This is an optimization exercise on Yosys and OpenROAD, whose aim is small area, a short achievable clock period and few clock cycles, not a production implementation.
RTL that was checked went through simulation tests only; none was proved equivalent to the original.
Power is estimated from default activity; no workload was simulated.

==> flow/design.v (excerpt) <==
module nash_sutcliffe_efficiency_top #(
	parameter int MAX_SAMPLES = nse_pkg::MAX_SAMPLES_DEF,
	parameter int SAMPLE_BITS = nse_pkg::SAMPLE_BITS_DEF
) (
	input  logic                              clk,
	input  logic                              arst_n,
	input  logic                              s_tvalid,
	output logic                              s_tready,
	input  logic [nse_pkg::IN_DATA_W-1:0]     s_tdata,    
	input  logic                              s_tlast,    
	output logic                              m_tvalid,
	input  logic                              m_tready,
	output logic [nse_pkg::EFF_W-1:0]         m_tdata,    
	output logic [nse_pkg::STAT_W-1:0]        m_tuser,    
	input  logic                              psel,
	input  logic                              penable,
	input  logic                              pwrite,
	input  logic [nse_pkg::APB_ADDR_W-1:0]    paddr,
	input  logic [nse_pkg::APB_DATA_W-1:0]    pwdata,
	output logic [nse_pkg::APB_DATA_W-1:0]    prdata,
	output logic                              pready
);
	logic [nse_pkg::SKIP_W-1:0] skip_count;
	logic                       bk_idle_nxt, handoff;
	logic [9:0]                 n_v;
	logic [24:0]                so_v;
	logic [39:0]                soo_v;
	logic [40:0]                see_v;
	nse_regs u_regs (
		.clk        (clk),
		.arst_n     (arst_n),
		.psel       (psel),
		.penable    (penable),
		.pwrite     (pwrite),
		.paddr      (paddr),
		.pwdata     (pwdata),
		.prdata     (prdata),
		.pready     (pready),
		.skip_count (skip_count)
	);
	nse_dp u_dp (
		.clk        (clk),
		.arst_n     (arst_n),
		.s_tvalid   (s_tvalid),
		.s_tready   (s_tready),
		.s_tdata    (s_tdata),
		.s_tlast    (s_tlast),
		.skip_count (skip_count),
		.bk_idle_nxt (bk_idle_nxt),
		.handoff    (handoff),
		.n_o        (n_v),
		.so_o       (so_v),
		.soo_o      (soo_v),
		.see_o      (see_v)
	);
	nse_ctrl u_ctrl (
		.clk      (clk),
		.arst_n   (arst_n),
		.handoff  (handoff),
		.bk_idle_nxt (bk_idle_nxt),
		.n_i      (n_v),
  ...
Size: about 540 flip-flops, about 140 I/O pins, about 0.042 mm2 of cells after synthesis.
==> flow/config.mk <==
export PLATFORM = sky130hd
export DESIGN_NAME = nash_sutcliffe_efficiency_top
export DESIGN_NICKNAME = nash_sutcliffe_efficiency_top
export VERILOG_FILES = /design/flow/design.v
export SDC_FILE = /design/flow/constraint.sdc
export NUM_CORES = 4
export LEC_CHECK = 0
export CAP_MARGIN = 20
export CORE_MARGIN = 2
export CORE_UTILIZATION = 40
export SLEW_MARGIN = 20
==> flow/constraint.sdc <==
create_clock -name core_clock -period 12.0 [get_ports {clk}]
set_input_delay 2.4000 -clock core_clock [delete_from_list [all_inputs] [get_ports {clk}]]
set_output_delay 2.4000 -clock core_clock [all_outputs]
set_load 0.01 [all_outputs]
run.sh (not shown) runs the stock make flow with config.mk's settings and CLKGATE_MAP_FILE= SYNTH_SCRIPT=/design/flow/synth_recipe.tcl, a recipe that flattens the netlist after the stock synthesis.
The baseline went through all stages and came out clean.
Testbench counts at the start, summed over its fixed seeds: cycles 17,133.
==> next run, changes <==
==> flow/flow/run.sh (new file) <==
#!/bin/bash
# The standard layout (the standard.sh, standard synthesis included), with timing repair
# asked to leave setup slack beyond the clock period's: ORFS's repair_timing reads the
# margin from SETUP_SLACK_MARGIN. The clock, the constraints and every other step are the
# standard flow's.
set -euo pipefail
export SETUP_SLACK_MARGIN=8.0
bash standard.sh > standard_flow.log 2>&1
==> flow/standard.sh (new file) <==
#!/bin/bash
# synth_recipe.tcl (not shown) runs the flow's synth.tcl, then flattens the netlist and writes it again
# the make line also repeats each setting of config.mk as NAME=value (left out here)
make -C /OpenROAD-flow-scripts/flow DESIGN_CONFIG=/design/flow/config.mk WORK_HOME=/design/flow/orfs CLKGATE_MAP_FILE= SYNTH_SCRIPT=/design/flow/synth_recipe.tcl "${@:-finish}"
removed: flow/run.sh
Outcome: Setup slack gains 1.6 ns; worst hold slack gains 0.020 ns; synthesized cell count is unchanged; routed wire length is higher by about 10%; maximum frequency is higher by 37%.

---

nash_sutcliffe_efficiency_top, a different RTL version from the one above (not shown whole).
Size in the first run: roughly 550 flip-flops, ~44000 um^2 of cells after synthesis.
clock: 12.0 ns
lec_check: 0
cap_margin: 20
core_margin: 2
core_utilization: 40
slew_margin: 20
standard.sh (not shown) runs the stock make flow with config.mk's settings and CLKGATE_MAP_FILE= SYNTH_SCRIPT=/design/flow/synth_recipe.tcl, a recipe that flattens the netlist after the stock synthesis.
==> flow/flow/run.sh <==
#!/bin/bash
# The standard layout (the standard.sh, standard synthesis included) with two layout
# choices: timing repair is asked to leave setup slack beyond the clock period's (ORFS's
# repair_timing reads the margin from SETUP_SLACK_MARGIN), and the port buffers that
# buffer_ports puts on every input and output are plain buffers (sky130_fd_sc_hd__buf_2,
# which repair may resize) instead of its default delay cell. The clock, the constraints
# and every other step are the standard flow's.
set -euo pipefail
export SETUP_SLACK_MARGIN=7.6
export BUFFER_PORTS_ARGS="-buffer_cell sky130_fd_sc_hd__buf_2"
bash standard.sh > standard_flow.log 2>&1
Testbench counts at the start, summed over its fixed seeds: cycles 17,133.
Next try:
--- a/flow/flow/run.sh
+++ b/flow/flow/run.sh
@@ -8,3 +8,3 @@
 set -euo pipefail
-export SETUP_SLACK_MARGIN=7.6
+export SETUP_SLACK_MARGIN=7.9
 export BUFFER_PORTS_ARGS="-buffer_cell sky130_fd_sc_hd__buf_2"
=> The changed run completed without violations; utilization came out higher by 0.65 points; synthesized area does not change; non-clock buffer count came out higher by 33; wire length came out higher by 2.2%; register-to-register slack gains 270 ps; via count came out higher by about 0.54%; combinational power came out higher by about 3%; cell count came out higher by 0.59%; synthesized cell count is unchanged.

---

nash_sutcliffe_efficiency_top, a different RTL version from the one above (not shown whole).
For scale: roughly 4400 cells after synthesis, about 140 I/O pins, about 0.041 mm² of cells after synthesis.
// nash_sutcliffe_efficiency_top
module nash_sutcliffe_efficiency_top #(
	parameter int MAX_SAMPLES = nse_pkg::MAX_SAMPLES_DEF,
	parameter int SAMPLE_BITS = nse_pkg::SAMPLE_BITS_DEF
) (
	input  logic                              clk,
	input  logic                              arst_n,
	input  logic                              s_tvalid,
	output logic                              s_tready,
	input  logic [nse_pkg::IN_DATA_W-1:0]     s_tdata,    
	input  logic                              s_tlast,    
	output logic                              m_tvalid,
	input  logic                              m_tready,
	output logic [nse_pkg::EFF_W-1:0]         m_tdata,    
	output logic [nse_pkg::STAT_W-1:0]        m_tuser,    
	input  logic                              psel,
	input  logic                              penable,
	input  logic                              pwrite,
	input  logic [nse_pkg::APB_ADDR_W-1:0]    paddr,
	input  logic [nse_pkg::APB_DATA_W-1:0]    pwdata,
	output logic [nse_pkg::APB_DATA_W-1:0]    prdata,
	output logic                              pready
);
Settings: LEC_CHECK=0, CAP_MARGIN=20, CORE_MARGIN=2, CORE_UTILIZATION=40, SLEW_MARGIN=20; clock period 12.0 ns.
==> flow/flow/run.sh <==
#!/bin/bash
# The standard layout (the standard.sh, standard synthesis included) with these layout
# choices:
#  - after the standard synthesis, flow/fa_polarity.py removes inverters between full-adder
#    cells: a full adder is self-dual, so feeding it complemented inputs complements its
#    outputs; it picks adder polarities that need fewer inverters. Registers and every other
#    cell stay as synthesized. The synthesized netlist is kept as 1_2_yosys.standard.v.
#  - timing repair is asked to leave setup slack beyond the clock period's (ORFS's
#    repair_timing reads the margin from SETUP_SLACK_MARGIN);
#  - the port buffers that buffer_ports puts on every input and output are plain buffers
#    (sky130_fd_sc_hd__buf_2, which repair may resize) instead of its default delay cell.
# The clock, the constraints and every other step are the standard flow's.
set -euo pipefail
export SETUP_SLACK_MARGIN=8.1
export BUFFER_PORTS_ARGS="-buffer_cell sky130_fd_sc_hd__buf_2"
R=orfs/results/${FLOW_PLATFORM}/nash_sutcliffe_efficiency_top/base
bash standard.sh synth > standard_synth.log 2>&1
cp "$R/1_2_yosys.v" "$R/1_2_yosys.standard.v"
python3 flow/fa_polarity.py "$R/1_2_yosys.standard.v" "$R/1_2_yosys.v" > fa_polarity.log 2>&1
rm -f "$R/1_synth.odb" "$R/1_synth.sdc"
bash standard.sh > standard_flow.log 2>&1
Other scripts of this flow, unchanged in this note and not shown: flow/flow/fa_polarity.py
The first run ran to the end with no violations.
Testbench counts at the start, summed over its fixed seeds: cycles 16,641.
Rerun with:
--- a/flow/flow/run.sh
+++ b/flow/flow/run.sh
@@ -13,3 +13,3 @@
 set -euo pipefail
-export SETUP_SLACK_MARGIN=8.1
+export SETUP_SLACK_MARGIN=7.9
 export BUFFER_PORTS_ARGS="-buffer_cell sky130_fd_sc_hd__buf_2"
First-iteration DRC count came out higher by 6.1%. Worst setup slack loses 0.10 ns. Sequential cell count is unchanged. Hold slack is about the same. Design area goes down by 2.2%. Power shrinks by 4.7%. Register-to-register slack gets worse by 0.10 ns. Utilization came out lower by 1.0 points. Final cell count shrinks by 0.83%. Fmax fell by 2.5%. Routed wire length fell by 1.2%.
Rerun with:
--- a/flow/config.mk
+++ b/flow/config.mk
@@ -10,2 +10,5 @@
 export CORE_UTILIZATION = 40
+export CTS_BUF_LIST = sky130_fd_sc_hd__clkbuf_8
+export CTS_CLUSTER_DIAMETER = 60
+export CTS_CLUSTER_SIZE = 14
 export SLEW_MARGIN = 20
Final area falls by about 1.7%.
Worst hold slack improved by 0.0040 ns.
Setup slack improves by 0.021 ns.
Global-route usage is about the same.
Power came out lower by 4.5%.
Synthesized area stays the same.
Rerun with:
--- a/flow/config.mk
+++ b/flow/config.mk
@@ -10,5 +10,5 @@
 export CORE_UTILIZATION = 40
-export CTS_BUF_LIST = sky130_fd_sc_hd__clkbuf_8
-export CTS_CLUSTER_DIAMETER = 60
-export CTS_CLUSTER_SIZE = 14
+export CTS_BUF_LIST = sky130_fd_sc_hd__clkbuf_16
+export CTS_CLUSTER_DIAMETER = 100
+export CTS_CLUSTER_SIZE = 25
 export SLEW_MARGIN = 20
=> The new run ran to the end with no violations; register-to-register slack gets worse by 0.04 ns; final area decreases slightly; setup slack gets worse by 0.041 ns; maximum frequency decreases slightly; synthesized cell count does not change; first-iteration DRC count increases by a few percent; sequential power is about the same; power decreases slightly; wire length decreases slightly; via count decreases slightly; utilization decreases by 0.25 points.

---

## beta
nash_sutcliffe_efficiency_top, a different RTL version from the one above (not shown whole).
Size in the first run: ~540 flip-flops, roughly 140 I/O pins, roughly 42000 sq um of cells after synthesis.
clock: 12.0 ns
lec_check: 0
cap_margin: 20
core_margin: 2
core_utilization: 40
slew_margin: 20
==> flow/flow/run.sh <==
#!/bin/bash
# The standard layout (the standard.sh, standard synthesis included) with two layout
# choices: timing repair is asked to leave setup slack beyond the clock period's (ORFS's
# repair_timing reads the margin from SETUP_SLACK_MARGIN), and the port buffers that
# buffer_ports puts on every input and output are plain buffers (sky130_fd_sc_hd__buf_2,
# which repair may resize) instead of its default delay cell. The clock, the constraints
# and every other step are the standard flow's.
set -euo pipefail
export SETUP_SLACK_MARGIN=7.7
export BUFFER_PORTS_ARGS="-buffer_cell sky130_fd_sc_hd__buf_2"
bash standard.sh > standard_flow.log 2>&1
Edits applied to the flow inputs when going from beta to delta:
- an added PLACE_DENSITY of 0.7
- a change of CORE_UTILIZATION from 40 to 60
==> comparison <==
As of delta, number of nets in the finished design had risen slightly compared to beta. Re total power after layout: beta was lower than delta. Total number of vias: higher on delta. Compared with beta, delta shows a higher post-cts gate resize count. delta packs its core tighter than beta.
Function was not checked in any run of this note: the RTL went through the layout flow alone.

---

Setup of old:
Another version of the RTL of nash_sutcliffe_efficiency_top (not shown whole).
For scale: roughly 4400 cells after synthesis, ~140 I/O pins, ~41000 µm² of cells after synthesis.
==> flow/design.v (excerpt) <==
module nash_sutcliffe_efficiency_top #(
	parameter int MAX_SAMPLES = nse_pkg::MAX_SAMPLES_DEF,
	parameter int SAMPLE_BITS = nse_pkg::SAMPLE_BITS_DEF
) (
	input  logic                              clk,
	input  logic                              arst_n,
	input  logic                              s_tvalid,
	output logic                              s_tready,
	input  logic [nse_pkg::IN_DATA_W-1:0]     s_tdata,    
	input  logic                              s_tlast,    
	output logic                              m_tvalid,
	input  logic                              m_tready,
	output logic [nse_pkg::EFF_W-1:0]         m_tdata,    
	output logic [nse_pkg::STAT_W-1:0]        m_tuser,    
	input  logic                              psel,
	input  logic                              penable,
	input  logic                              pwrite,
	input  logic [nse_pkg::APB_ADDR_W-1:0]    paddr,
	input  logic [nse_pkg::APB_DATA_W-1:0]    pwdata,
	output logic [nse_pkg::APB_DATA_W-1:0]    prdata,
	output logic                              pready
);
==> flow/config.mk <==
export PLATFORM = sky130hd
export DESIGN_NAME = nash_sutcliffe_efficiency_top
export DESIGN_NICKNAME = nash_sutcliffe_efficiency_top
export VERILOG_FILES = /design/flow/design.v
export SDC_FILE = /design/flow/constraint.sdc
export NUM_CORES = 4
export LEC_CHECK = 0
export CAP_MARGIN = 20
export CORE_MARGIN = 2
export CORE_UTILIZATION = 40
export CTS_BUF_LIST = sky130_fd_sc_hd__clkbuf_8
export CTS_CLUSTER_DIAMETER = 60
export CTS_CLUSTER_SIZE = 14
export SLEW_MARGIN = 20
==> flow/constraint.sdc <==
create_clock -name core_clock -period 12.0 [get_ports {clk}]
set_input_delay 2.4000 -clock core_clock [delete_from_list [all_inputs] [get_ports {clk}]]
set_output_delay 2.4000 -clock core_clock [all_outputs]
set_load 0.01 [all_outputs]
==> flow/flow/run.sh <==
#!/bin/bash
# The standard layout (the standard.sh, standard synthesis included) with these layout
# choices:
#  - after the standard synthesis, flow/fa_polarity.py removes inverters between full-adder
#    cells: a full adder is self-dual, so feeding it complemented inputs complements its
#    outputs; it picks adder polarities that need fewer inverters. Registers and every other
#    cell stay as synthesized. The synthesized netlist is kept as 1_2_yosys.standard.v.
#  - timing repair is asked to leave setup slack beyond the clock period's (ORFS's
#    repair_timing reads the margin from SETUP_SLACK_MARGIN);
#  - the port buffers that buffer_ports puts on every input and output are plain buffers
#    (sky130_fd_sc_hd__buf_2, which repair may resize) instead of its default delay cell.
# The clock, the constraints and every other step are the standard flow's.
set -euo pipefail
export SETUP_SLACK_MARGIN=8.0
export BUFFER_PORTS_ARGS="-buffer_cell sky130_fd_sc_hd__buf_2"
R=orfs/results/${FLOW_PLATFORM}/nash_sutcliffe_efficiency_top/base
bash standard.sh synth > standard_synth.log 2>&1
cp "$R/1_2_yosys.v" "$R/1_2_yosys.standard.v"
python3 flow/fa_polarity.py "$R/1_2_yosys.standard.v" "$R/1_2_yosys.v" > fa_polarity.log 2>&1
rm -f "$R/1_synth.odb" "$R/1_synth.sdc"
bash standard.sh > standard_flow.log 2>&1
Other scripts of this flow, unchanged in this note and not shown: flow/flow/fa_polarity.py
Testbench counts of old, summed over its fixed seeds: cycles 16,600.
Setup changes, old to new
-- flow/flow/run.sh --
<<< old, line 14
export SETUP_SLACK_MARGIN=8.0
>>> new, line 14
export SETUP_SLACK_MARGIN=7.9
--- outcome ---
On final critical path time including I/O delays and setup: new sits above old. Taking old as the reference point, the global routing usage on met2 of new rises by 0.85 points. [new] clock network power share rose 1.0 points relative to old. The higher power of new and old is in old. On final wirelength, the higher figure sits with old, not new. old → new: highest attainable clock frequency barely changed, final non-filler cell total went down by 0.60%, final global-route overflow total comparable. Looking at new and old, the global router's overall resource usage is a wash. Looking at overall via count from detail_route across both flows, new is the stronger of the two, with old trailing.

---

Another version of the RTL of nash_sutcliffe_efficiency_top (not shown whole).
==> flow/design.v (excerpt) <==
module nash_sutcliffe_efficiency_top #(
	parameter int MAX_SAMPLES = nse_pkg::MAX_SAMPLES_DEF,
	parameter int SAMPLE_BITS = nse_pkg::SAMPLE_BITS_DEF
) (
	input  logic                              clk,
	input  logic                              arst_n,
	input  logic                              s_tvalid,
	output logic                              s_tready,
	input  logic [nse_pkg::IN_DATA_W-1:0]     s_tdata,    
	input  logic                              s_tlast,    
	output logic                              m_tvalid,
	input  logic                              m_tready,
	output logic [nse_pkg::EFF_W-1:0]         m_tdata,    
	output logic [nse_pkg::STAT_W-1:0]        m_tuser,    
	input  logic                              psel,
	input  logic                              penable,
	input  logic                              pwrite,
	input  logic [nse_pkg::APB_ADDR_W-1:0]    paddr,
	input  logic [nse_pkg::APB_DATA_W-1:0]    pwdata,
	output logic [nse_pkg::APB_DATA_W-1:0]    prdata,
	output logic                              pready
);
	logic [nse_pkg::SKIP_W-1:0] skip_count;
	logic                       bk_idle_nxt, handoff;
	logic [9:0]                 n_v;
	logic [24:0]                so_v;
	logic [39:0]                soo_v;
	logic [40:0]                see_v;
	nse_regs u_regs (
		.clk        (clk),
		.arst_n     (arst_n),
		.psel       (psel),
		.penable    (penable),
		.pwrite     (pwrite),
		.paddr      (paddr),
		.pwdata     (pwdata),
		.prdata     (prdata),
		.pready     (pready),
		.skip_count (skip_count)
	);
	nse_dp u_dp (
		.clk        (clk),
		.arst_n     (arst_n),
		.s_tvalid   (s_tvalid),
		.s_tready   (s_tready),
		.s_tdata    (s_tdata),
		.s_tlast    (s_tlast),
		.skip_count (skip_count),
		.bk_idle_nxt (bk_idle_nxt),
		.handoff    (handoff),
		.n_o        (n_v),
		.so_o       (so_v),
		.soo_o      (soo_v),
		.see_o      (see_v)
	);
	nse_ctrl u_ctrl (
		.clk      (clk),
		.arst_n   (arst_n),
		.handoff  (handoff),
		.bk_idle_nxt (bk_idle_nxt),
		.n_i      (n_v),
  ...
clock: 12.0 ns
lec_check: 0
cap_margin: 20
core_margin: 2
core_utilization: 40
cts_buf_list: sky130_fd_sc_hd__clkbuf_8
cts_cluster_size: 20
slew_margin: 20
==> flow/flow/run.sh <==
#!/bin/bash
# The standard layout (the standard.sh, standard synthesis included) with these layout
# choices:
#  - after the standard synthesis, flow/fa_polarity.py removes inverters between full-adder
#    cells: a full adder is self-dual, so feeding it complemented inputs complements its
#    outputs; it picks adder polarities that need fewer inverters. Registers and every other
#    cell stay as synthesized. The synthesized netlist is kept as 1_2_yosys.standard.v.
#  - timing repair is asked to leave setup slack beyond the clock period's (ORFS's
#    repair_timing reads the margin from SETUP_SLACK_MARGIN);
#  - the port buffers that buffer_ports puts on every input and output are plain buffers
#    (sky130_fd_sc_hd__buf_2, which repair may resize) instead of its default delay cell.
# The clock, the constraints and every other step are the standard flow's.
set -euo pipefail
export SETUP_SLACK_MARGIN=7.9
export BUFFER_PORTS_ARGS="-buffer_cell sky130_fd_sc_hd__buf_2"
R=orfs/results/${FLOW_PLATFORM}/nash_sutcliffe_efficiency_top/base
bash standard.sh synth > standard_synth.log 2>&1
cp "$R/1_2_yosys.v" "$R/1_2_yosys.standard.v"
python3 flow/fa_polarity.py "$R/1_2_yosys.standard.v" "$R/1_2_yosys.v" > fa_polarity.log 2>&1
rm -f "$R/1_synth.odb" "$R/1_synth.sdc"
bash standard.sh > standard_flow.log 2>&1
Other scripts of this flow, unchanged in this note and not shown: flow/flow/fa_polarity.py
Edit:
- CTS_BUF_LIST: sky130_fd_sc_hd__clkbuf_8 -> unset
- CTS_CLUSTER_SIZE: 20 -> unset
Outcome: The new run ran to the end with no violations. Routed wire length went down by about 0.6%. Non-clock buffer count went down by 2. Area after synthesis stays the same. Critical path depth went down by 1. Fmax went up by about 0.55%. Via count went down by about 1.1%.
No functional check of the RTL was part of any run of this note.

## port drivers added, routing unchanged
In the flow no input, the clock included, has a driving cell. The finished layouts below were timed again as built, in two steps. Step 1, drivers: a clkbuf_16 drives clk and a buf_2 each remaining input, both assumed. Step 2 moves the port delays by t, midway between the first and last clock arrival at a register: inputs arrive t later, outputs are due t later. That takes back most of the time a late clock gives input paths. Three values: no drivers, after step 1, after step 2; two values: the first two.
run | shift t [ns] | setup WS [ns] | hold slack, ns | pins driven straight from the clock port
the first run of note 1 | 0.663 | 6.141 / 6.141 / 6.141 | 0.351 / 0.351 / 0.351 | 1
the second run of note 1 | 0.676 | 7.726 / 7.726 / 7.726 | 0.371 / 0.371 / 0.371 | 1
the first run of note 2 | 0.683 | 7.718 / 7.718 / 7.718 | 0.353 / 0.353 / 0.353 | 1
the second run of note 2 | 0.710 | 7.988 / 7.955 / 7.988 | 0.350 / 0.350 / 0.350 | 1
the first run of note 3 | 0.728 | 8.043 / 8.043 / 8.043 | 0.354 / 0.354 / 0.354 | 1
the second run of note 3 | 0.724 | 7.941 / 7.941 / 7.941 | 0.353 / 0.353 / 0.353 | 1
the third run of note 3 | 0.785 | 7.962 / 7.962 / 7.962 | 0.357 / 0.357 / 0.357 | 1
the fourth run of note 3 | 0.710 | 7.921 / 7.921 / 7.921 | 0.357 / 0.357 / 0.357 | 1
beta | 0.712 | 7.528 / 7.528 / 7.528 | 0.354 / 0.354 / 0.354 | 1
delta | 0.740 | 7.532 / 7.532 / 7.532 | 0.353 / 0.353 / 0.353 | 1
old | 0.789 | 7.973 / 7.933 / 7.973 | 0.361 / 0.361 / 0.361 | 1
new | 0.792 | 7.964 / 7.964 / 7.964 | 0.362 / 0.362 / 0.362 | 1
the first run of note 6 | 0.780 | 7.842 / 7.842 / 7.842 | 0.351 / 0.351 / 0.351 | 1
the second run of note 6 | 0.720 | 7.865 / 7.865 / 7.865 | 0.346 / 0.346 / 0.346 | 1
After both steps every run listed still meets setup and hold.
